Context: an optimization exercise on an open-source flow, tuned for small area and a short achievable clock period. The choices shown serve that exercise and are no tape-out recipe. Only simulation tests tie the RTL to the original design; equivalence was not proved. Power and IR drop assume default switching activity.

==> flow/design.v <==
package isp_video_pkg;
    localparam int PIX_WIDTH  = 10;
    localparam int IMG_WIDTH  = 16;
    localparam int IMG_HEIGHT = 8;
    typedef logic [PIX_WIDTH-1:0]           pix_t;
    typedef logic [$clog2(IMG_WIDTH)-1:0]   col_t;
    typedef logic [$clog2(IMG_HEIGHT)-1:0]  row_t;
    typedef logic [PIX_WIDTH+3:0]           sum_t;
    typedef struct packed {
        pix_t data;
        logic user;
        logic last;
        logic valid;
    } pix_beat_t;
    typedef struct packed {
        pix_t p00;
        pix_t p01;
        pix_t p02;
        pix_t p10;
        pix_t p11;
        pix_t p12;
        pix_t p20;
        pix_t p21;
        pix_t p22;
        logic user;
        logic last;
        logic valid;
    } win3x3_t;
endpackage
package isp_ctrl_pkg;
    typedef logic [9:0] thresh_t;
    typedef struct packed {
        logic    dpc_en;
        thresh_t dpc_threshold;
        logic    gauss_en;
    } isp_cfg_t;
endpackage
`timescale 1ns/1ps
module isp_window_3x3
(
    input  logic      pixel_clk,
    input  logic      rst_n,
    input  logic      adv,
    input  isp_video_pkg::pix_beat_t pix_in,
    output isp_video_pkg::win3x3_t   win_out
);
    isp_video_pkg::pix_t line_buf1 [isp_video_pkg::IMG_WIDTH];
    isp_video_pkg::pix_t line_buf2 [isp_video_pkg::IMG_WIDTH];
    isp_video_pkg::col_t col_cnt;
    isp_video_pkg::row_t row_cnt;
    isp_video_pkg::col_t cur_col;
    isp_video_pkg::row_t cur_row;
    isp_video_pkg::pix_t col_new [3];
    isp_video_pkg::pix_t tap [3][3];
    logic win_valid;
    logic win_user;
    logic win_last;
    assign cur_col = pix_in.user ? '0 : col_cnt;
    assign cur_row = pix_in.user ? '0 : row_cnt;
    always_comb
    begin
        col_new[0] = (cur_row >= isp_video_pkg::row_t'(2)) ? line_buf2[cur_col] : '0;
        col_new[1] = (cur_row >= isp_video_pkg::row_t'(1)) ? line_buf1[cur_col] : '0;
        col_new[2] = pix_in.data;
    end
    always_ff @(posedge pixel_clk or negedge rst_n)
    begin
        if (!rst_n)
        begin
            col_cnt   <= '0;
            row_cnt   <= '0;
            win_valid <= 1'b0;
        end
        else if (adv)
        begin
            win_valid <= pix_in.valid;
            if (pix_in.valid)
            begin
                if (pix_in.last)
                begin
                    col_cnt <= '0;
                    row_cnt <= cur_row + isp_video_pkg::row_t'(1);
                end
                else
                begin
                    col_cnt <= cur_col + isp_video_pkg::col_t'(1);
                    row_cnt <= cur_row;
                end
            end
        end
    end
    always_ff @(posedge pixel_clk)
    begin
        if (adv)
        begin
            win_user <= pix_in.user;
            win_last <= pix_in.last;
            if (pix_in.valid)
            begin
                line_buf2[cur_col] <= line_buf1[cur_col];
                line_buf1[cur_col] <= pix_in.data;
                for (int r = 0; r < 3; r++)
                begin
                    tap[r][0] <= (cur_col >= isp_video_pkg::col_t'(2)) ? tap[r][1] : '0;
                    tap[r][1] <= (cur_col >= isp_video_pkg::col_t'(1)) ? tap[r][2] : '0;
                    tap[r][2] <= col_new[r];
                end
            end
        end
    end
    always_comb
    begin
        win_out.p00   = tap[0][0];
        win_out.p01   = tap[0][1];
        win_out.p02   = tap[0][2];
        win_out.p10   = tap[1][0];
        win_out.p11   = tap[1][1];
        win_out.p12   = tap[1][2];
        win_out.p20   = tap[2][0];
        win_out.p21   = tap[2][1];
        win_out.p22   = tap[2][2];
        win_out.user  = win_user;
        win_out.last  = win_last;
        win_out.valid = win_valid;
    end
endmodule
`timescale 1ns/1ps
module isp_dpc
(
    input  logic      pixel_clk,
    input  logic      rst_n,
    input  logic      adv,
    input  isp_ctrl_pkg::isp_cfg_t  cfg,
    input  isp_video_pkg::win3x3_t   win_in,
    output isp_video_pkg::pix_beat_t pix_out
);
    isp_video_pkg::pix_t nb [8];
    isp_video_pkg::pix_t nb_min;
    isp_video_pkg::pix_t nb_max;
    isp_video_pkg::sum_t orth_sum;
    isp_video_pkg::pix_t s1_min;
    isp_video_pkg::pix_t s1_max;
    isp_video_pkg::pix_t s1_mean;
    isp_video_pkg::pix_t s1_centre;
    logic s1_user;
    logic s1_last;
    logic s1_valid;
    logic [isp_video_pkg::PIX_WIDTH:0] hi_limit;
    logic [isp_video_pkg::PIX_WIDTH:0] lo_check;
    logic is_hot;
    logic is_cold;
    isp_video_pkg::pix_t out_data;
    logic out_user;
    logic out_last;
    logic out_valid;
    always_comb
    begin
        nb[0] = win_in.p00;
        nb[1] = win_in.p01;
        nb[2] = win_in.p02;
        nb[3] = win_in.p10;
        nb[4] = win_in.p12;
        nb[5] = win_in.p20;
        nb[6] = win_in.p21;
        nb[7] = win_in.p22;
        nb_min = nb[0];
        nb_max = nb[0];
        for (int i = 1; i < 8; i++)
        begin
            if (nb[i] < nb_min)
                nb_min = nb[i];
            if (nb[i] > nb_max)
                nb_max = nb[i];
        end
    end
    assign orth_sum = isp_video_pkg::sum_t'(win_in.p01) + isp_video_pkg::sum_t'(win_in.p10)
                    + isp_video_pkg::sum_t'(win_in.p12) + isp_video_pkg::sum_t'(win_in.p21);
    assign hi_limit = {1'b0, s1_max} + {1'b0, cfg.dpc_threshold};
    assign lo_check = {1'b0, s1_centre} + {1'b0, cfg.dpc_threshold};
    assign is_hot   = {1'b0, s1_centre} > hi_limit;
    assign is_cold  = lo_check < {1'b0, s1_min};
    always_ff @(posedge pixel_clk or negedge rst_n)
    begin
        if (!rst_n)
        begin
            s1_valid  <= 1'b0;
            out_valid <= 1'b0;
        end
        else if (adv)
        begin
            s1_valid  <= win_in.valid;
            out_valid <= s1_valid;
        end
    end
    always_ff @(posedge pixel_clk)
    begin
        if (adv)
        begin
            s1_min    <= nb_min;
            s1_max    <= nb_max;
            s1_mean   <= orth_sum[isp_video_pkg::PIX_WIDTH+1:2];
            s1_centre <= win_in.p11;
            s1_user   <= win_in.user;
            s1_last   <= win_in.last;
            out_data  <= (cfg.dpc_en && (is_hot || is_cold)) ? s1_mean : s1_centre;
            out_user  <= s1_user;
            out_last  <= s1_last;
        end
    end
    assign pix_out = {out_data, out_user, out_last, out_valid};
endmodule
`timescale 1ns/1ps
module isp_gauss
(
    input  logic      pixel_clk,
    input  logic      rst_n,
    input  logic      adv,
    input  isp_ctrl_pkg::isp_cfg_t  cfg,
    input  isp_video_pkg::win3x3_t   win_in,
    output isp_video_pkg::pix_beat_t pix_out
);
    isp_video_pkg::sum_t row0_sum;
    isp_video_pkg::sum_t row1_sum;
    isp_video_pkg::sum_t row2_sum;
    isp_video_pkg::pix_t s1_centre;
    logic s1_user;
    logic s1_last;
    logic s1_valid;
    isp_video_pkg::sum_t total;
    isp_video_pkg::pix_t out_data;
    logic out_user;
    logic out_last;
    logic out_valid;
    assign total = row0_sum + (row1_sum << 1) + row2_sum;
    always_ff @(posedge pixel_clk or negedge rst_n)
    begin
        if (!rst_n)
        begin
            s1_valid  <= 1'b0;
            out_valid <= 1'b0;
        end
        else if (adv)
        begin
            s1_valid  <= win_in.valid;
            out_valid <= s1_valid;
        end
    end
    always_ff @(posedge pixel_clk)
    begin
        if (adv)
        begin
            row0_sum  <= isp_video_pkg::sum_t'(win_in.p00) + (isp_video_pkg::sum_t'(win_in.p01) << 1) + isp_video_pkg::sum_t'(win_in.p02);
            row1_sum  <= isp_video_pkg::sum_t'(win_in.p10) + (isp_video_pkg::sum_t'(win_in.p11) << 1) + isp_video_pkg::sum_t'(win_in.p12);
            row2_sum  <= isp_video_pkg::sum_t'(win_in.p20) + (isp_video_pkg::sum_t'(win_in.p21) << 1) + isp_video_pkg::sum_t'(win_in.p22);
            s1_centre <= win_in.p11;
            s1_user   <= win_in.user;
            s1_last   <= win_in.last;
            out_data  <= cfg.gauss_en ? total[isp_video_pkg::PIX_WIDTH+3:4] : s1_centre;
            out_user  <= s1_user;
            out_last  <= s1_last;
        end
    end
    assign pix_out = {out_data, out_user, out_last, out_valid};
endmodule
`timescale 1ns/1ps
module isp_top
(
    input  logic    pixel_clk,
    input  logic    rst_n,
    input  isp_video_pkg::pix_t    s_axis_tdata,
    input  logic    s_axis_tuser,
    input  logic    s_axis_tlast,
    input  logic    s_axis_tvalid,
    output logic    s_axis_tready,
    output isp_video_pkg::pix_t    m_axis_tdata,
    output logic    m_axis_tuser,
    output logic    m_axis_tlast,
    output logic    m_axis_tvalid,
    input  logic    m_axis_tready,
    input  logic    dpc_en,
    input  isp_ctrl_pkg::thresh_t dpc_threshold,
    input  logic    gauss_en
);
    logic      adv;
    isp_ctrl_pkg::isp_cfg_t  cfg;
    isp_video_pkg::pix_t      in_data;
    logic      in_user;
    logic      in_last;
    logic      in_valid;
    isp_video_pkg::pix_beat_t in_beat;
    isp_video_pkg::win3x3_t   dpc_win;
    isp_video_pkg::pix_beat_t dpc_beat;
    isp_video_pkg::win3x3_t   gauss_win;
    isp_video_pkg::pix_beat_t gauss_beat;
    assign adv           = m_axis_tready;
    assign s_axis_tready = m_axis_tready;
    always_ff @(posedge pixel_clk or negedge rst_n)
    begin
        if (!rst_n)
            cfg <= '0;
        else
            cfg <= {dpc_en, dpc_threshold, gauss_en};
    end
    always_ff @(posedge pixel_clk or negedge rst_n)
    begin
        if (!rst_n)
            in_valid <= 1'b0;
        else if (adv)
            in_valid <= s_axis_tvalid;
    end
    always_ff @(posedge pixel_clk)
    begin
        if (adv)
        begin
            in_data <= s_axis_tdata;
            in_user <= s_axis_tuser;
            in_last <= s_axis_tlast;
        end
    end
    assign in_beat = {in_data, in_user, in_last, in_valid};
    isp_window_3x3 u_dpc_window (
        .pixel_clk (pixel_clk),
        .rst_n     (rst_n),
        .adv       (adv),
        .pix_in    (in_beat),
        .win_out   (dpc_win)
    );
    isp_dpc u_dpc (
        .pixel_clk (pixel_clk),
        .rst_n     (rst_n),
        .adv       (adv),
        .cfg       (cfg),
        .win_in    (dpc_win),
        .pix_out   (dpc_beat)
    );
    isp_window_3x3 u_gauss_window (
        .pixel_clk (pixel_clk),
        .rst_n     (rst_n),
        .adv       (adv),
        .pix_in    (dpc_beat),
        .win_out   (gauss_win)
    );
    isp_gauss u_gauss (
        .pixel_clk (pixel_clk),
        .rst_n     (rst_n),
        .adv       (adv),
        .cfg       (cfg),
        .win_in    (gauss_win),
        .pix_out   (gauss_beat)
    );
    assign m_axis_tdata  = gauss_beat.data;
    assign m_axis_tuser  = gauss_beat.user;
    assign m_axis_tlast  = gauss_beat.last;
    assign m_axis_tvalid = gauss_beat.valid;
endmodule
==> flow/run.sh <==
#!/bin/bash
# synth_recipe.tcl (not shown) runs the flow's synth.tcl, then flattens the netlist and writes it again
# the make line also repeats each setting of config.mk as NAME=value (left out here)
make -C /OpenROAD-flow-scripts/flow DESIGN_CONFIG=/design/flow/config.mk WORK_HOME=/design/flow/orfs CLKGATE_MAP_FILE= SYNTH_SCRIPT=/design/flow/synth_recipe.tcl finish
==> flow/config.mk <==
export PLATFORM = sky130hd
export DESIGN_NAME = isp_top
export DESIGN_NICKNAME = isp_top
export VERILOG_FILES = /design/flow/design.v
export SDC_FILE = /design/flow/constraint.sdc
export NUM_CORES = 4
export LEC_CHECK = 0
export CAP_MARGIN = 20
export CORE_MARGIN = 2
export CORE_UTILIZATION = 40
export SLEW_MARGIN = 20
==> flow/constraint.sdc <==
create_clock -name core_clock -period 16.0 [get_ports {pixel_clk}]
set_input_delay 3.2000 -clock core_clock [delete_from_list [all_inputs] [get_ports {pixel_clk}]]
set_output_delay 3.2000 -clock core_clock [all_outputs]
set_load 0.01 [all_outputs]
==> results.sh <==
export IMPL_cp_data_required_time_ps=16450
export IMPL_synth_area_um2=47500
export IMPL_finalMaxSlewViolations=0
export IMPL_max_freq_ghz=0.0661
export IMPL_die_area_um2=122000
export IMPL_syn_to_final_growth_pct=13.3
export IMPL_final_util_pct=45.6
export IMPL_nets=3890
export IMPL_grt_max_degree=89
export IMPL_grt_pass1_vias=27500
export IMPL_async_flop_share_pct=3.35
export IMPL_wl_per_cell_um=22.4
export IMPL_min_path_type="reg2reg"
export IMPL_numPortBuffers=41
export IMPL_drt_initial_drc_count=1965
export IMPL_slew_headroom_pct=31.1
export IMPL_dieHeight_um=349
export IMPL_ant_nets=0
export IMPL_numClockSinks=985
export IMPL_worst_pin_slew_ps=1030
export IMPL_critPathMaxStageDelay_ps=500
export IMPL_cp_slowest_cell="edfxtp_1"
export IMPL_synthesis_nets=3792
export IMPL_final_common_cell="edfxtp_1"
export IMPL_clock_path_buffers=3
export IMPL_crit_top_cell="ha_1"
export IMPL_place_inst=4984
export IMPL_path_buf_inv=7
export IMPL_synthCells=3475
export IMPL_hold_viol=0
export IMPL_layout_drive_gt1_share_pct=13.1
export IMPL_synth_top_flop_cell="edfxtp_1"
export IMPL_vias=28100
export IMPL_fin_cells=5200
export IMPL_worstPathArrival_ps=15580
export IMPL_yosysSeqAreaShare_pct=61.9
export IMPL_worst_hold_path_num_cells=0
export IMPL_r2r_start="u_dpc_window.tap[1][8]$_SDFFCE_PN0P_"
export IMPL_period_minus_slack_ps=15130
export IMPL_cts_buffers=103
export IMPL_firstDrtPassIters=5
export IMPL_worstSkewPairLatency_ps=730
export IMPL_power_mw=9.24
export IMPL_grt_usage_pct=19.0
export IMPL_min_from="u_dpc.s1_last$_DFFE_PP_"
export IMPL_p_per_area_nw_per_um2=172
export IMPL_cp_max_fo=9
export IMPL_synth_ff_latch_count=985
export IMPL_hpwl_mm=75.8
export IMPL_drv_cap=0
export IMPL_r2r_end="u_dpc.s1_max[3]$_DFFE_PP_"
export IMPL_r2r_slack_ps=870
export IMPL_rows=126
export IMPL_routabilityCongestion=0.894
export IMPL_synth_edf_count=952
export IMPL_die_w_um=349
export IMPL_status="finished clean"
export IMPL_root_buffer="clkbuf_16"
export IMPL_ctsHtreeMaxLevel=3
export IMPL_setup_viol=0
export IMPL_path_clk_slew_ps=60
export IMPL_path_class="reg2reg"
export IMPL_fp_coreArea_um2=118000
export IMPL_via_per_inst=5.40
export IMPL_routed_wirelength_mm=116
export IMPL_start_util_pct=40.3
export IMPL_synth_area_per_cell_um2=13.7
export IMPL_fin_crit_sh_pct=94.6
export IMPL_yosysUniqueCellTypes=91
export IMPL_whs_endpoint="u_dpc.out_last$_DFFE_PP_"
export IMPL_drcViolationCount=0
export IMPL_grt_antenna_before_repair=3
export IMPL_grt_pass1_wl_mm=174
export IMPL_most_common_layout_cells="952 x edfxtp_1, 278 x a21oi_1, 250 x ha_1"
export IMPL_clock_skew_ps=33.3
export IMPL_ir_worst_vdd_uv=129
export IMPL_cts_tree="yes"
export IMPL_ys_warn_count=7
export IMPL_rr_worst_depth=78
export IMPL_critPathTopFamily="compound AO/OA/AOI/OAI gates"
export IMPL_io_pins=42
export IMPL_crit_path_start_kind="register"
export IMPL_end_kind="register"
export IMPL_grt_overflow=0
export IMPL_leakage_nw=19.3
## report_power, final
part | switching, mW | internal, mW | leakage [nW]
Clock | 1.04 | 1.39 | 1.69
Combinational | 1.83 | 1.52 | 8.44
Sequential | 0.221 | 3.25 | 9.19
## how the worst max path moves through the flow
stage / cells after the start / start / to
after floorplan: 82 / u_dpc_window.tap[1][7]$_SDFFCE_PN0P_ / u_dpc.s1_max[7]$_DFFE_PP_
after global placement: 80 / u_dpc_window.tap[1][7]$_SDFFCE_PN0P_ / u_dpc.s1_min[0]$_DFFE_PP_
after detailed placement: 77 / u_dpc_window.tap[1][7]$_SDFFCE_PN0P_ / u_dpc.s1_max[3]$_DFFE_PP_
after CTS: 77 / u_dpc_window.tap[1][7]$_SDFFCE_PN0P_ / u_dpc.s1_max[3]$_DFFE_PP_
after global routing: 79 / u_dpc_window.tap[0][7]$_SDFFCE_PN0P_ / u_dpc.s1_max[3]$_DFFE_PP_
final: 78 / u_dpc_window.tap[1][8]$_SDFFCE_PN0P_ / u_dpc.s1_max[3]$_DFFE_PP_
## final cells by class
type	instances	area, µm²
antenna	3	7.51
tap	1536	1920
clock inverter	75	766
fill	10400	64100
timing repair buffer	133	1140
multi-input combinational	2136	17100
inverter	214	813
sequential	985	29400
clock buffer	118	2640
## flip-flops by register name, indices dropped and copies added, names as in the netlist, 12 cells and up
register and cells:
cfg 12, u_dpc_window.line_buf1 160, u_dpc_window.line_buf2 160, u_dpc_window.tap 90, u_gauss.row0_sum 13, u_gauss.row1_sum 12, u_gauss.row2_sum 13, u_gauss_window.line_buf1 160
u_gauss_window.line_buf2 160, u_gauss_window.tap 90
## cell usage after synthesis, types with 24 or more instances
master / count / share of area (%)
edfxtp_1: 952 / 60
dfrtp_1: 33 / 1.7
and2_1: 66 / 0.87
inv_1: 210 / 1.7
a21o_1: 36 / 0.57
nor2_1: 172 / 1.4
nand2b_1: 28 / 0.37
mux2_2: 95 / 2.3
nor2b_1: 180 / 2.4
a211oi_1: 114 / 1.8
buf_1: 24 / 0.19
fa_1: 39 / 1.6
ha_1: 250 / 6.6
mux2i_1: 245 / 5.2
a32oi_1: 28 / 0.52
a21oi_1: 291 / 3.1
o21bai_1: 49 / 0.77
o21ai_0: 57 / 0.60
xnor2_1: 74 / 1.4
clkbuf_1: 109 / 0.86
nand2_1: 112 / 0.88
o21a_1: 37 / 0.58
## repair_timing
item                                    in CTS  in global routing
resized for setup                            1                 52
gates cloned                                 0                  2
endpoints found under the setup margin       1                 20
pin swaps                                    0                  5
buffers inserted                             4                 14
hold buffers                                 0                  0
## metrics by stage
step	setup WS (ps)	hold slack (ps)	setup TNS (ps)	area (µm²)
2_1_floorplan	510	400	0	47500
3_3_place_gp	375	402	0	50000
3_5_place_dp	40.7	407	0	50000
4_1_cts	63.3	395	0	53400
5_1_grt	-49.1	402	-152	53800
6_report	872	412	0	53800
## cell families after synthesis
logic type	after synthesis	synth area share [%]
AOI/OAI and AO/OA	754	10.6
adders and majority gates	289	8.23
and+or+nand+nor	662	7.31
xor gates and xnor gates	91	1.69
muxes	340	7.41
buffers and inverters	354	2.84
DFF	985	61.9
## worst register-to-register path, delay by kind of cell, from the launching register on
family	cells	cell delay, ps
adders and majority gates	7	2030
DFF	1	500
buffers and inverters	7	750
AOI/OAI and AO/OA	38	6930
and+or+nand+nor	21	3120
muxes	5	1510
## metal layers
metal  vias to the layer above  track usage (%)  wire [µm]
met5                         -                0          0
met4                         0             5.62       3250
met3                       164             2.85       5690
met2                       658             30.8      54200
met1                     14000             26.4      53200
li1                      13300                -          -

==> what the ideal ports hide <==
The results above use ideal ports. As a check the final layout listed here was re-extracted and re-timed, cells and wires unchanged. Step 1, drivers: a clkbuf_16 drives pixel_clk and a buf_2 each remaining input, both assumed. Step 2 moves the port delays by t, midway between the first and last clock arrival at a register: inputs arrive t later, outputs are due t later. That takes back most of the time a late clock gives input paths. Slacks: ideal ports / drivers / drivers and shift; pairs: ideal ports / drivers.
t (ns): 0.783
slack for setup (ns): 0.872 / 0.872 / 0.872
worst setup path after step 2: register to register
latest minus earliest clock arrival (ns): 0.033 / 0.034
After both steps this run still meets setup and hold. The setup slack of this run moves by 0.000 ns with the drivers and by 0.000 ns with both steps.
